What follows belongs to an exercise in optimizing a design on an open flow for small area, a short achievable clock period and few clock cycles per item; a production flow would make more cautious choices.
At most, simulation tests tie the RTL to the original design; equivalence was not proved.
Power and IR drop assume default switching activity.

## frame_index_extrapolation_mapper
module frame_index_extrapolation_mapper #(
    parameter int MAX_FRAMES = 65536
) (
    input  logic                                   aclk,
    input  logic                                   aresetn,
    input  logic                                   s_valid,
    output logic                                   s_ready,
    input  logic signed [fiem_pkg::FRAME_W-1:0]    s_frame_number,
    output logic                                   m_valid,
    input  logic                                   m_ready,
    output logic        [fiem_pkg::IDX_W-1:0]      m_stored_index,
    output logic                                   m_is_empty,
    input  logic                                   psel,
    input  logic                                   penable,
    input  logic                                   pwrite,
    input  logic        [fiem_pkg::ADDR_W-1:0]     paddr,
    input  logic        [fiem_pkg::DATA_W-1:0]     pwdata,
    output logic        [fiem_pkg::DATA_W-1:0]     prdata,
    output logic                                   pready
);
    logic [31:0] offset_reg;
    logic [16:0] count_reg;
    logic [1:0]  before_reg;
    logic [1:0]  after_reg;
    logic        cfg_write;
    logic [1:0]  reg_sel;
    assign pready    = 1'b1;
    assign cfg_write = psel && penable && pwrite;
    assign reg_sel   = paddr[3:2];
    always_ff @(posedge aclk) begin
        if (!aresetn) begin
            offset_reg <= '0;
            count_reg  <= '0;
            before_reg <= '0;
            after_reg  <= '0;
        end else if (cfg_write) begin
            case (reg_sel)
                2'd0:    offset_reg <= pwdata;
  ...
clock: 5.5 ns
lec_check: 0
cap_margin: 20
core_margin: 2
core_utilization: 65
setup_slack_margin: 1.6
slew_margin: 20
run.sh (not shown) runs the stock make flow with config.mk's settings and CLKGATE_MAP_FILE= SYNTH_SCRIPT=/design/flow/synth_recipe.tcl, a recipe that flattens the netlist after the stock synthesis.
The baseline passed the timing, DRC and antenna checks.
Testbench counts at the start, summed over its fixed seeds: cycles 30,727, items 12,000.
Edit:
- SETUP_SLACK_MARGIN: 1.6 -> 1.9
Outcome: The new run ran to the end with no violations. Global-route usage goes up by 0.88 points. Worst hold slack improves by 0.0048 ns. Cell count goes up slightly. First-iteration DRC count goes up by a few percent. Wire length goes up by a few percent. Fmax goes up by a few percent. Clock skew stays flat. Power goes up slightly. Sequential power barely changes. Critical path depth goes down by 10. Utilization goes up by 2.1 points.
Edit:
==> flow/flow/run.sh (new file) <==
#!/bin/bash
# Layout flow: the standard flow, with the port buffers made from buf_2 cells instead of the
# cell buffer_ports picks by itself (a delay cell on this platform). Every port still gets a
# buffer. Each tool's full output goes to flow_standard.log in the work folder.
set -euo pipefail
printf '\nexport BUFFER_PORTS_ARGS = -buffer_cell sky130_fd_sc_hd__buf_2\n' >> config.mk
bash standard.sh > flow_standard.log 2>&1
==> flow/standard.sh (new file) <==
#!/bin/bash
# synth_recipe.tcl (not shown) runs the flow's synth.tcl, then flattens the netlist and writes it again
# the make line also repeats each setting of config.mk as NAME=value (left out here)
make -C /OpenROAD-flow-scripts/flow DESIGN_CONFIG=/design/flow/config.mk WORK_HOME=/design/flow/orfs CLKGATE_MAP_FILE= SYNTH_SCRIPT=/design/flow/synth_recipe.tcl "${@:-finish}"
- BUFFER_PORTS_ARGS: unset -> -buffer_cell sky130_fd_sc_hd__buf_2
removed: flow/run.sh
What happened:
- The changed run completed without violations
- area after synthesis stays the same
- core utilization came out lower by 2.8 points
- total power came out higher by 0.69%
- clock power came out higher by 8.0%
- flip-flop and latch count is unchanged
- fmax came out higher by 0.60%
- wire length came out lower by 2.0%
- final cell count came out lower by 1.1%
- non-clock buffer count came out lower by 35
- synthesized cell count does not change


Another version of the RTL of frame_index_extrapolation_mapper (not shown whole).
Size: about 330 flip-flops, roughly 130 I/O pins.
clock: 5.5 ns
lec_check: 0
cap_margin: 20
core_margin: 2
core_utilization: 65
setup_slack_margin: 2.1
slew_margin: 20
Stock flow here: none of the scripts above is used.
Testbench counts at the start, summed over its fixed seeds: cycles 30,727, items 12,000.
Edit:
- SETUP_SLACK_MARGIN: 2.1 -> 1.7
The changed run went through all stages and came out clean.
Sequential share of layout area came out higher by 1.7 points.
Final cell count fell by a few percent.
Utilization goes down by 4.0 points.
Non-clock buffer count shrinks by 74.
Clock power fell slightly.
Fmax decreases slightly.
Synthesized cell count is unchanged.


Another version of the RTL of frame_index_extrapolation_mapper (not shown whole).
Size in the first run: roughly 2400 cells after synthesis, roughly 22000 um2 of cells after synthesis.
## frame_index_extrapolation_mapper
module frame_index_extrapolation_mapper #(
    parameter int MAX_FRAMES = 65536
) (
    input  logic                                   aclk,
    input  logic                                   aresetn,
    input  logic                                   s_valid,
    output logic                                   s_ready,
    input  logic signed [fiem_pkg::FRAME_W-1:0]    s_frame_number,
    output logic                                   m_valid,
    input  logic                                   m_ready,
    output logic        [fiem_pkg::IDX_W-1:0]      m_stored_index,
    output logic                                   m_is_empty,
    input  logic                                   psel,
    input  logic                                   penable,
    input  logic                                   pwrite,
    input  logic        [fiem_pkg::ADDR_W-1:0]     paddr,
    input  logic        [fiem_pkg::DATA_W-1:0]     pwdata,
    output logic        [fiem_pkg::DATA_W-1:0]     prdata,
    output logic                                   pready
);
    logic [31:0] offset_reg;
    logic [16:0] count_reg;
    logic [1:0]  before_reg;
    logic [1:0]  after_reg;
    logic        cfg_write;
    logic [1:0]  reg_sel;
    assign pready    = 1'b1;
    assign cfg_write = psel && penable && pwrite;
    assign reg_sel   = paddr[3:2];
    always_ff @(posedge aclk) begin
        if (!aresetn) begin
            offset_reg <= '0;
            count_reg  <= '0;
            before_reg <= '0;
            after_reg  <= '0;
        end else if (cfg_write) begin
            case (reg_sel)
                2'd0:    offset_reg <= pwdata;
                2'd1:    count_reg  <= pwdata[16:0];
                2'd2:    before_reg <= pwdata[1:0];
                default: after_reg  <= pwdata[1:0];
            endcase
        end
    end
    always_comb begin
        case (reg_sel)
            2'd0:    prdata = offset_reg;
            2'd1:    prdata = {15'd0, count_reg};
            2'd2:    prdata = {30'd0, before_reg};
            default: prdata = {30'd0, after_reg};
        endcase
    end
    logic [16:0] cnt_c;
    logic [16:0] nd1_c;
    logic        cnt1_c;
    logic [16:0] nd1;           
  ...
Settings: LEC_CHECK=0, CAP_MARGIN=20, CORE_MARGIN=2, CORE_UTILIZATION=65, SETUP_SLACK_MARGIN=2.2, SLEW_MARGIN=20, BUFFER_PORTS_ARGS=-buffer_cell sky130_fd_sc_hd__buf_2; clock period 5.5 ns.
standard.sh (not shown) runs the stock make flow with config.mk's settings and CLKGATE_MAP_FILE= SYNTH_SCRIPT=/design/flow/synth_recipe.tcl, a recipe that flattens the netlist after the stock synthesis.
==> flow/flow/run.sh <==
#!/bin/bash
# Layout flow: the standard flow, with the port buffers made from buf_2 cells instead of the
# cell buffer_ports picks by itself (a delay cell on this platform). Every port still gets a
# buffer. Each tool's full output goes to flow_standard.log in the work folder.
set -euo pipefail
printf '\nexport BUFFER_PORTS_ARGS = -buffer_cell sky130_fd_sc_hd__buf_2\n' >> config.mk
bash standard.sh > flow_standard.log 2>&1
The baseline completed with no timing, DRC or antenna violations.
Then changed:
Settings changed: SETUP_SLACK_MARGIN 2.2 to 1.9.
Outcome: Synthesized cell count stays the same; final area falls by 2.5%; critical path depth climbs by 3; worst hold slack hardly moves.
No run of this note included a check of the RTL's function; only the layout flow was run.

[separate check: timing with driven ports]
In the flow no input, the clock included, has a driving cell. The finished layouts below were timed again as built, in two steps.
Step 1: set_driving_cell puts a clkbuf_16 on aclk and a buf_2 on each other input, an assumption about the parent block.
Step 2 times the ports against the registers' clock, not the clock port: input delays grow and output delays shrink by t, the midpoint of the rising clock arrivals with the driver on.
a / b / c = ideal ports / drivers / drivers and shift; a / b = the first two.
run | t, ns | slack for setup (ns) | latest minus earliest clock arrival (ns) | worst data-port slew with drivers (ns)
the first run of note 1 | 0.587 | 1.749 / 1.749 / 1.221 | 0.019 / 0.019 | 0.07
the second run of note 1 | 0.619 | 1.956 / 1.935 / 1.351 | 0.015 / 0.015 | 0.08
the third run of note 1 | 0.591 | 1.977 / 1.977 / 1.513 | 0.030 / 0.030 | 0.06
the first run of note 2 | 0.566 | 1.711 / 1.724 / 1.158 | 0.021 / 0.020 | 0.08
the second run of note 2 | 0.577 | 1.647 / 1.684 / 1.107 | 0.018 / 0.017 | 0.07
the first run of note 3 | 0.581 | 1.825 / 1.825 / 1.729 | 0.025 / 0.024 | 0.05
the second run of note 3 | 0.575 | 1.728 / 1.728 / 1.542 | 0.020 / 0.020 | 0.06
After both steps every run listed still meets setup and hold. For the second run of note 1, which loses most, drivers alone change the setup slack by -0.021 ns; drivers and shift together by -0.605 ns.
